This is an optimization exercise on Yosys and OpenROAD, whose aim is small area, a short achievable clock period and few clock cycles per item, not a production implementation. At most, simulation tests tie the RTL to the original design; equivalence was not proved.

==> run B: inputs <==
==> flow/design.v (excerpt) <==
module alu_arbiter #(
    parameter int unsigned MUL_LAT = 3
) (
    input  logic        clk_i,
    input  logic        rst_i,
    input  logic        req0_valid_i,
    output logic        req0_ready_o,
    input  logic [2:0]  req0_op_i,
    input  logic [31:0] req0_src1_i,
    input  logic [31:0] req0_src2_i,
    input  logic        req1_valid_i,
    output logic        req1_ready_o,
    input  logic [2:0]  req1_op_i,
    input  logic [31:0] req1_src1_i,
    input  logic [31:0] req1_src2_i,
    output logic        rsp_valid_o,
    input  logic        rsp_ready_i,
    output logic        rsp_id_o,
    output logic [31:0] rsp_result_o,
    output logic        busy_o
);
    localparam logic [2:0] OP_AND = 3'b000;
    localparam logic [2:0] OP_XOR = 3'b001;
    localparam logic [2:0] OP_SLL = 3'b010;
    localparam logic [2:0] OP_SUB = 3'b100;
    localparam logic [2:0] OP_MUL = 3'b101;
    localparam logic [2:0] OP_SRA = 3'b111;
    logic        last_grant_q;    
    logic        ex_valid_q;      
    logic        ex_first_q;      
    logic        ex_bm1_q;        
    logic [2:0]  ex_op_q;
    logic        ex_id_q;
    logic [31:0] ex_a_q;          
    logic [31:0] ex_b_q;          
    logic        rsp_valid_q;
    logic        rsp_id_q;
    logic [31:0] rsp_res_q;
    logic        out_free;        
    logic        ex_adv;          
    logic        ex_last;         
    logic        ex_step;         
    logic        ex_done;
    logic        ex_free;         
    logic        grant;
    logic        accept;
    logic        ld0, ld1, hold;
    assign ex_last  = (ex_op_q != OP_MUL) | (ex_b_q[31:7] == 25'd0) | (ex_b_q[31:7] == {25{1'b1}});
    assign out_free = ~rsp_valid_q | rsp_ready_i;
    assign ex_adv   = ex_valid_q & out_free;
    assign ex_done  = ex_adv & ex_last;
    assign ex_step  = ex_adv & ~ex_last;
  ...
Settings: LEC_CHECK=0, CAP_MARGIN=20, CORE_MARGIN=2, CORE_UTILIZATION=40, SLEW_MARGIN=20; clock period 9.0 ns.
run.sh (not shown) runs the stock make flow with config.mk's settings and CLKGATE_MAP_FILE= SYNTH_SCRIPT=/design/flow/synth_recipe.tcl, a recipe that flattens the netlist after the stock synthesis.
==> run Y: changes against run B <==
--- a/flow/design.v
+++ b/flow/design.v
@@ -14,43 +14,76 @@
     input  logic [31:0] req1_src1_i,
     input  logic [31:0] req1_src2_i,
     output logic        rsp_valid_o,
     input  logic        rsp_ready_i,
     output logic        rsp_id_o,
     output logic [31:0] rsp_result_o,
     output logic        busy_o
 );
-    localparam logic [2:0] OP_AND = 3'b000;
-    localparam logic [2:0] OP_XOR = 3'b001;
-    localparam logic [2:0] OP_SLL = 3'b010;
-    localparam logic [2:0] OP_SUB = 3'b100;
-    localparam logic [2:0] OP_MUL = 3'b101;
-    localparam logic [2:0] OP_SRA = 3'b111;
+    localparam int D_MUL = 0;    
+    localparam int D_SUB = 1;    
+    localparam int D_ARR = 2;    
+    localparam int D_SUM = 3;    
+    localparam int D_AND = 4;    
+    localparam int D_XOR = 5;    
+    localparam int D_SLL = 6;    
+    localparam int D_SRA = 7;    
+    function automatic logic [7:0] decode(input logic [2:0] op);
+        logic [7:0] d;
+        d[D_MUL] = (op == 3'b101);
+        d[D_SUB] = (op == 3'b100);
+        d[D_ARR] = (op == 3'b000) | (op == 3'b001) | (op == 3'b011) | (op == 3'b100) | (op == 3'b110);
+        d[D_SUM] = (op == 3'b011) | (op == 3'b100) | (op == 3'b101) | (op == 3'b110);
+        d[D_AND] = (op == 3'b000);
+        d[D_XOR] = (op == 3'b001);
+        d[D_SLL] = (op == 3'b010);
+        d[D_SRA] = (op == 3'b111);
+        decode = d;
+    endfunction
+    function automatic logic [11:0] booth(input logic [8:0] w);
+        logic [11:0] b;
+        for (int j = 0; j < 4; j++) begin
+            b[j]     = w[2*j+1] ^ w[2*j];
+            b[4 + j] = (w[2*j+2] & ~w[2*j+1] & ~w[2*j]) | (~w[2*j+2] & w[2*j+1] & w[2*j]);
+            b[8 + j] = w[2*j+2] & ~(w[2*j+1] & w[2*j]);
+        end
+        booth = b;
+    endfunction
+    function automatic logic [11:0] first_digits(input logic [7:0] d, input logic [7:0] b);
+        logic [11:0] r;
+        r = booth({b, 1'b0}) & {12{d[D_MUL]}};
+        r[0] = r[0] | d[D_ARR];
+        first_digits = r;
+    endfunction
+    function automatic logic top_equal(input logic [24:0] x);
+        top_equal = (x == 25'd0) | (x == {25{1'b1}});
+    endfunction
     logic        last_grant_q;    
     logic        ex_valid_q;      
     logic        ex_first_q;      
-    logic        ex_bm1_q;        
-    logic [2:0]  ex_op_q;
+    logic        ex_lastm_q;      
+    logic [7:0]  ex_d_q;          
+    logic [11:0] ex_bd_q;         
     logic        ex_id_q;
     logic [31:0] ex_a_q;          
     logic [31:0] ex_b_q;          
     logic        rsp_valid_q;
     logic        rsp_id_q;
     logic [31:0] rsp_res_q;
     logic        out_free;        
     logic        ex_adv;          
     logic        ex_last;         
     logic        ex_step;         
     logic        ex_done;
     logic        ex_free;         
     logic        grant;
     logic        accept;
     logic        ld0, ld1, hold;
-    assign ex_last  = (ex_op_q != OP_MUL) | (ex_b_q[31:7] == 25'd0) | (ex_b_q[31:7] == {25{1'b1}});
+    assign ex_last  = ~ex_d_q[D_MUL] | ex_lastm_q;
     assign out_free = ~rsp_valid_q | rsp_ready_i;
     assign ex_adv   = ex_valid_q & out_free;
     assign ex_done  = ex_adv & ex_last;
     assign ex_step  = ex_adv & ~ex_last;
     assign ex_free  = ~ex_valid_q | ex_done;
     assign grant  = req1_valid_i & (~req0_valid_i | ~last_grant_q);
     assign accept = (req0_valid_i | req1_valid_i) & ex_free;
     assign req0_ready_o = req0_valid_i & ~grant & ex_free;
@@ -64,80 +97,66 @@
             ex_valid_q   <= 1'b0;
             rsp_valid_q  <= 1'b0;
         end else begin
             if (accept) last_grant_q <= grant;
             if (ex_free) ex_valid_q <= accept;
             rsp_valid_q <= ex_done | (rsp_valid_q & ~rsp_ready_i);
         end
     end
+    logic [7:0]  d0, d1;
+    logic [11:0] f0, f1, bn;
+    assign d0 = decode(req0_op_i);
+    assign d1 = decode(req1_op_i);
+    assign f0 = first_digits(d0, req0_src2_i[7:0]);
+    assign f1 = first_digits(d1, req1_src2_i[7:0]);
+    assign bn = booth(ex_b_q[15:7]);
     always_ff @(posedge clk_i) begin
         ex_a_q  <= ({32{ld0}} & req0_src1_i) | ({32{ld1}} & req1_src1_i)
                  | ({32{hold}} & ex_a_q) | ({32{ex_step}} & {ex_a_q[23:0], 8'd0});
         ex_b_q  <= ({32{ld0}} & req0_src2_i) | ({32{ld1}} & req1_src2_i)
                  | ({32{hold}} & ex_b_q) | ({32{ex_step}} & {{8{ex_b_q[31]}}, ex_b_q[31:8]});
-        ex_op_q <= ({3{ld0}} & req0_op_i) | ({3{ld1}} & req1_op_i) | ({3{~accept}} & ex_op_q);
-        ex_id_q <= (ld1) | (~accept & ex_id_q);
-        ex_bm1_q   <= (ex_step & ex_b_q[7]) | (hold & ex_bm1_q);
+        ex_bd_q <= ({12{ld0}} & f0) | ({12{ld1}} & f1)
+                 | ({12{hold}} & ex_bd_q) | ({12{ex_step}} & bn);
+        ex_d_q  <= ({8{ld0}} & d0) | ({8{ld1}} & d1) | ({8{~accept}} & ex_d_q);
+        ex_lastm_q <= (ld0 & top_equal(req0_src2_i[31:7])) | (ld1 & top_equal(req1_src2_i[31:7]))
+                    | (hold & ex_lastm_q) | (ex_step & top_equal({{8{ex_b_q[31]}}, ex_b_q[31:15]}));
+        ex_id_q    <= ld1 | (~accept & ex_id_q);
         ex_first_q <= accept | (hold & ex_first_q);
     end
-    logic        is_mul;
-    logic        is_sub;
-    logic        is_add;
-    logic        is_and;
-    logic        is_xor;
-    logic        is_sll;
-    logic        is_sra;
-    logic        is_arr;          
-    logic [8:0]  win;             
-    logic [3:0]  b_one, b_two, b_neg;
     logic [3:0]  nb;
     logic [31:0] acc_t;
     logic [31:0] r0, r1, r2, r3;
     logic [31:0] row_a, row_b;
     logic [31:0] t_xor, t_and;
     logic [31:0] sum;
     logic [4:0]  sh;
     logic [31:0] sh_in;
     logic [31:0] sh_l1, sh_l2, sh_l3, sh_l4, sh_out;
     logic        fill;
     logic [31:0] s_sum, s_and, s_xor, s_sll, s_sra, s_hold;
-    assign is_mul = (ex_op_q == OP_MUL);
-    assign is_sub = (ex_op_q == OP_SUB);
-    assign is_add = (ex_op_q == 3'b011) | (ex_op_q == 3'b110) | is_sub;
-    assign is_and = (ex_op_q == OP_AND);
-    assign is_xor = (ex_op_q == OP_XOR);
-    assign is_sll = (ex_op_q == OP_SLL);
-    assign is_sra = (ex_op_q == OP_SRA);
-    assign is_arr = is_add | is_and | is_xor;
-    assign sh     = ex_b_q[4:0];
-    assign win = {ex_b_q[7:0], ex_bm1_q & ~ex_first_q};
-    always_comb begin
-        for (int j = 0; j < 4; j++) begin
-            b_one[j] = is_mul & (win[2*j+1] ^ win[2*j]);
-            b_two[j] = is_mul & ((win[2*j+2] & ~win[2*j+1] & ~win[2*j]) |
-                                 (~win[2*j+2] & win[2*j+1] & win[2*j]));
-            b_neg[j] = is_mul & win[2*j+2] & ~(win[2*j+1] & win[2*j]);
-        end
-        b_one[0] = b_one[0] | is_arr;
-    end
+    logic [3:0]  b_one, b_two, b_neg;
+    assign b_one = ex_bd_q[3:0];
+    assign b_two = ex_bd_q[7:4];
+    assign b_neg = ex_bd_q[11:8];
+    assign sh    = ex_b_q[4:0];
     always_comb begin
         for (int i = 0; i < 32; i++) begin
             r0[i] = ((b_one[0] & ex_a_q[i]) | (b_two[0] & (i >= 1 ? ex_a_q[i-1] : 1'b0))) ^ b_neg[0];
             r1[i] = i < 2 ? 1'b0 :
                     ((b_one[1] & ex_a_q[i-2]) | (b_two[1] & (i >= 3 ? ex_a_q[i-3] : 1'b0))) ^ b_neg[1];
             r2[i] = i < 4 ? 1'b0 :
                     ((b_one[2] & ex_a_q[i-4]) | (b_two[2] & (i >= 5 ? ex_a_q[i-5] : 1'b0))) ^ b_neg[2];
             r3[i] = i < 6 ? 1'b0 :
                     ((b_one[3] & ex_a_q[i-6]) | (b_two[3] & (i >= 7 ? ex_a_q[i-7] : 1'b0))) ^ b_neg[3];
         end
     end
-    assign nb = {b_neg[3:1], b_neg[0] | is_sub};
-    assign acc_t = ({32{is_mul & ~ex_first_q}} & rsp_res_q)
-                 | ({32{is_arr}} & (ex_b_q ^ {32{is_sub}}));
+    assign nb = {b_neg[3:1], b_neg[0] | ex_d_q[D_SUB]};
+    assign acc_t = ({32{ex_d_q[D_MUL] & ~ex_first_q}} & rsp_res_q)
+                 | ({32{ex_d_q[D_ARR]}} & (ex_b_q ^ {32{ex_d_q[D_SUB]}}));
     logic t0, t1, t2, t3, t4, t5, t6, t7, t8, t9, t10, t11, t12, t13, t14, t15, t16, t17, t18, t19, t20, t21, t22, t23, t24, t25, t26, t27, t28, t29, t30, t31, t32, t33, t34, t35, t36, t37, t38, t39, t40, t41, t42, t43, t44, t45, t46, t47, t48, t49, t50, t51, t52, t53, t54, t55, t56, t57, t58, t59, t60, t61, t62, t63, t64, t65, t66, t67, t68, t69, t70, t71, t72, t73, t74, t75, t76, t77, t78, t79, t80, t81, t82, t83, t84, t85, t86, t87, t88, t89, t90, t91, t92, t93, t94, t95, t96, t97, t98, t99, t100, t101, t102, t103, t104, t105, t106, t107, t108, t109, t110, t111, t112, t113, t114, t115, t116, t117, t118, t119, t120, t121, t122, t123, t124, t125, t126, t127, t128, t129, t130, t131, t132, t133, t134, t135, t136, t137, t138, t139, t140, t141, t142, t143, t144, t145, t146, t147, t148, t149, t150, t151, t152, t153, t154, t155, t156, t157, t158, t159, t160, t161, t162, t163, t164, t165, t166, t167, t168, t169, t170, t171, t172, t173, t174, t175, t176, t177, t178, t179, t180, t181, t182, t183, t184, t185, t186, t187, t188, t189, t190, t191, t192, t193, t194, t195, t196, t197, t198, t199, t200, t201, t202, t203, t204, t205, t206, t207, t208, t209, t210, t211, t212, t213, t214, t215, t216, t217, t218, t219, t220, t221, t222, t223, t224, t225, t226, t227, t228;
     assign t0 = acc_t[0] ^ nb[0];
     assign t1 = acc_t[0] & nb[0];
     assign t2 = acc_t[1] ^ r0[1];
     assign t3 = acc_t[1] & r0[1];
     assign t4 = acc_t[2] ^ r0[2] ^ r1[2];
     assign t5 = (acc_t[2] & r0[2]) | (acc_t[2] & r1[2]) | (r0[2] & r1[2]);
     assign t6 = nb[1] ^ t3;
@@ -365,30 +384,30 @@
     assign t228 = t221 ^ t227;
     assign row_a = {t223, t215, t207, t199, t191, t183, t175, t167, t159, t151, t143, t135, t127, t119, t111, t103, t95, t87, t79, t71, t63, t55, t47, t39, t36, t23, t17, t14, t7, t4, t1, r0[0]};
     assign row_b = {t228, t222, t214, t206, t198, t190, t182, t174, t166, t158, t150, t142, t134, t126, t118, t110, t102, t94, t86, t78, t70, t62, t54, t46, t38, t30, t22, t16, t10, t6, t2, t0};
     assign t_xor = {t224, t216, t208, t200, t192, t184, t176, t168, t160, t152, t144, t136, t128, t120, t112, t104, t96, t88, t80, t72, t64, t56, t48, t40, t32, t24, t18, t12, t8, t4, t2, ex_a_q[0] ^ ex_b_q[0]};
     assign t_and = {t225, t217, t209, t201, t193, t185, t177, t169, t161, t153, t145, t137, t129, t121, t113, t105, t97, t89, t81, t73, t65, t57, t49, t41, t33, t25, t19, t13, t9, t5, t3, ex_a_q[0] & ex_b_q[0]};
     assign sum = row_a + row_b;
     always_comb begin
         for (int i = 0; i < 32; i++) begin
-            sh_in[i] = is_sll ? ex_a_q[31 - i] : ex_a_q[i];
+            sh_in[i] = ex_d_q[D_SLL] ? ex_a_q[31 - i] : ex_a_q[i];
         end
     end
-    assign fill   = is_sra & ex_a_q[31];
+    assign fill   = ex_d_q[D_SRA] & ex_a_q[31];
     assign sh_l1  = sh[0] ? {fill, sh_in[31:1]}           : sh_in;
     assign sh_l2  = sh[1] ? {{2{fill}}, sh_l1[31:2]}      : sh_l1;
     assign sh_l3  = sh[2] ? {{4{fill}}, sh_l2[31:4]}      : sh_l2;
     assign sh_l4  = sh[3] ? {{8{fill}}, sh_l3[31:8]}      : sh_l3;
     assign sh_out = sh[4] ? {{16{fill}}, sh_l4[31:16]}    : sh_l4;
-    assign s_sum  = {32{ex_adv & (is_add | is_mul)}};
-    assign s_and  = {32{ex_adv & is_and}};
-    assign s_xor  = {32{ex_adv & is_xor}};
-    assign s_sll  = {32{ex_adv & is_sll}};
-    assign s_sra  = {32{ex_adv & is_sra}};
+    assign s_sum  = {32{ex_adv & ex_d_q[D_SUM]}};
+    assign s_and  = {32{ex_adv & ex_d_q[D_AND]}};
+    assign s_xor  = {32{ex_adv & ex_d_q[D_XOR]}};
+    assign s_sll  = {32{ex_adv & ex_d_q[D_SLL]}};
+    assign s_sra  = {32{ex_adv & ex_d_q[D_SRA]}};
     assign s_hold = {32{~ex_adv}};
     always_ff @(posedge clk_i) begin
         for (int i = 0; i < 32; i++) begin
             rsp_res_q[i] <= (s_sum[i] & sum[i]) | (s_and[i] & t_and[i]) | (s_xor[i] & t_xor[i])
                           | (s_sll[i] & sh_out[31 - i]) | (s_sra[i] & sh_out[i])
                           | (s_hold[i] & rsp_res_q[i]);
         end
         rsp_id_q <= (ex_adv & ex_id_q) | (~ex_adv & rsp_id_q);
==> flow/flow/run.sh (new file) <==
#!/bin/bash
# Standard synthesis and layout; the port buffers are made from the smallest
# buffer cell (buffer_ports -buffer_cell) instead of the default choice.
# make's output goes to synth.log and layout.log; each ORFS step keeps its
# own log under orfs/logs.
set -euo pipefail
bash standard.sh synth > synth.log 2>&1
bash standard.sh "BUFFER_PORTS_ARGS=-buffer_cell sky130_fd_sc_hd__buf_1" finish > layout.log 2>&1
==> flow/standard.sh (new file) <==
#!/bin/bash
# synth_recipe.tcl (not shown) runs the flow's synth.tcl, then flattens the netlist and writes it again
# the make line also repeats each setting of config.mk as NAME=value (left out here)
make -C /OpenROAD-flow-scripts/flow DESIGN_CONFIG=/design/flow/config.mk WORK_HOME=/design/flow/orfs CLKGATE_MAP_FILE= SYNTH_SCRIPT=/design/flow/synth_recipe.tcl "${@:-finish}"
ABC_AREA = 1   (was unset)
ABC_CLOCK_PERIOD_IN_PS = 6000   (was unset)
SETUP_SLACK_MARGIN = 4.45   (was unset)
removed: flow/run.sh
==> flow_summary.toml <==
[outcome]
status = "finished clean"

[global_route]
grt_pass1_wl_um = 106000

[place]
dp.cells = 2959

[logic_synthesis]
synth_simple_gate_area_share_pct = 33.0

[cells_and_area]
drive_gt1_share_pct = 10.5
# the run above: run Y

==> flow_summary.toml <==
[logic_synthesis]
async_flop_share_pct = 2.83
synth_simple_gate_area_share_pct = 10.8

[outcome]
status = "finished clean"

[global_route]
grt_pass1_wl_um = 84700

[place]
place_area_um2 = 15900
dp.cells = 2074

[critical_path]
crit_cells = 22
# the run above: run B

Testbench counts of run Y, summed over its fixed seeds: cycles 3,103, items 2,400.
Only the layout flow was run in run B; the RTL was not checked for function there.

-- what the ideal ports hide --
In the flow no input, the clock included, has a driving cell. The finished layouts below were timed again as built, in two steps. Step 1, drivers: a clkbuf_16 drives clk_i and a buf_2 each remaining input, both assumed. Step 2 also shifts input and output timing later by t, the mid clock arrival at the registers, as if the neighbouring blocks saw the same clock. Slacks: ideal / step 1 / step 2; pairs: ideal / step 1.
run | shift t [ns] | setup slack, ns | hold slack, ns | worst slew at a driven data input, ns | cell pins on the clock port's net
run B | 0.439 | 1.891 / 1.891 / 1.891 | 0.453 / 0.453 / 0.453 | 0.06 | 1
run Y | 0.501 | 4.485 / 4.462 / 4.390 | 0.440 / 0.440 / 0.440 | 0.05 | 1
After both steps setup and hold are still met in every run listed. The setup slack of run Y, which loses most, moves by -0.023 ns with the drivers and by -0.095 ns with both steps.
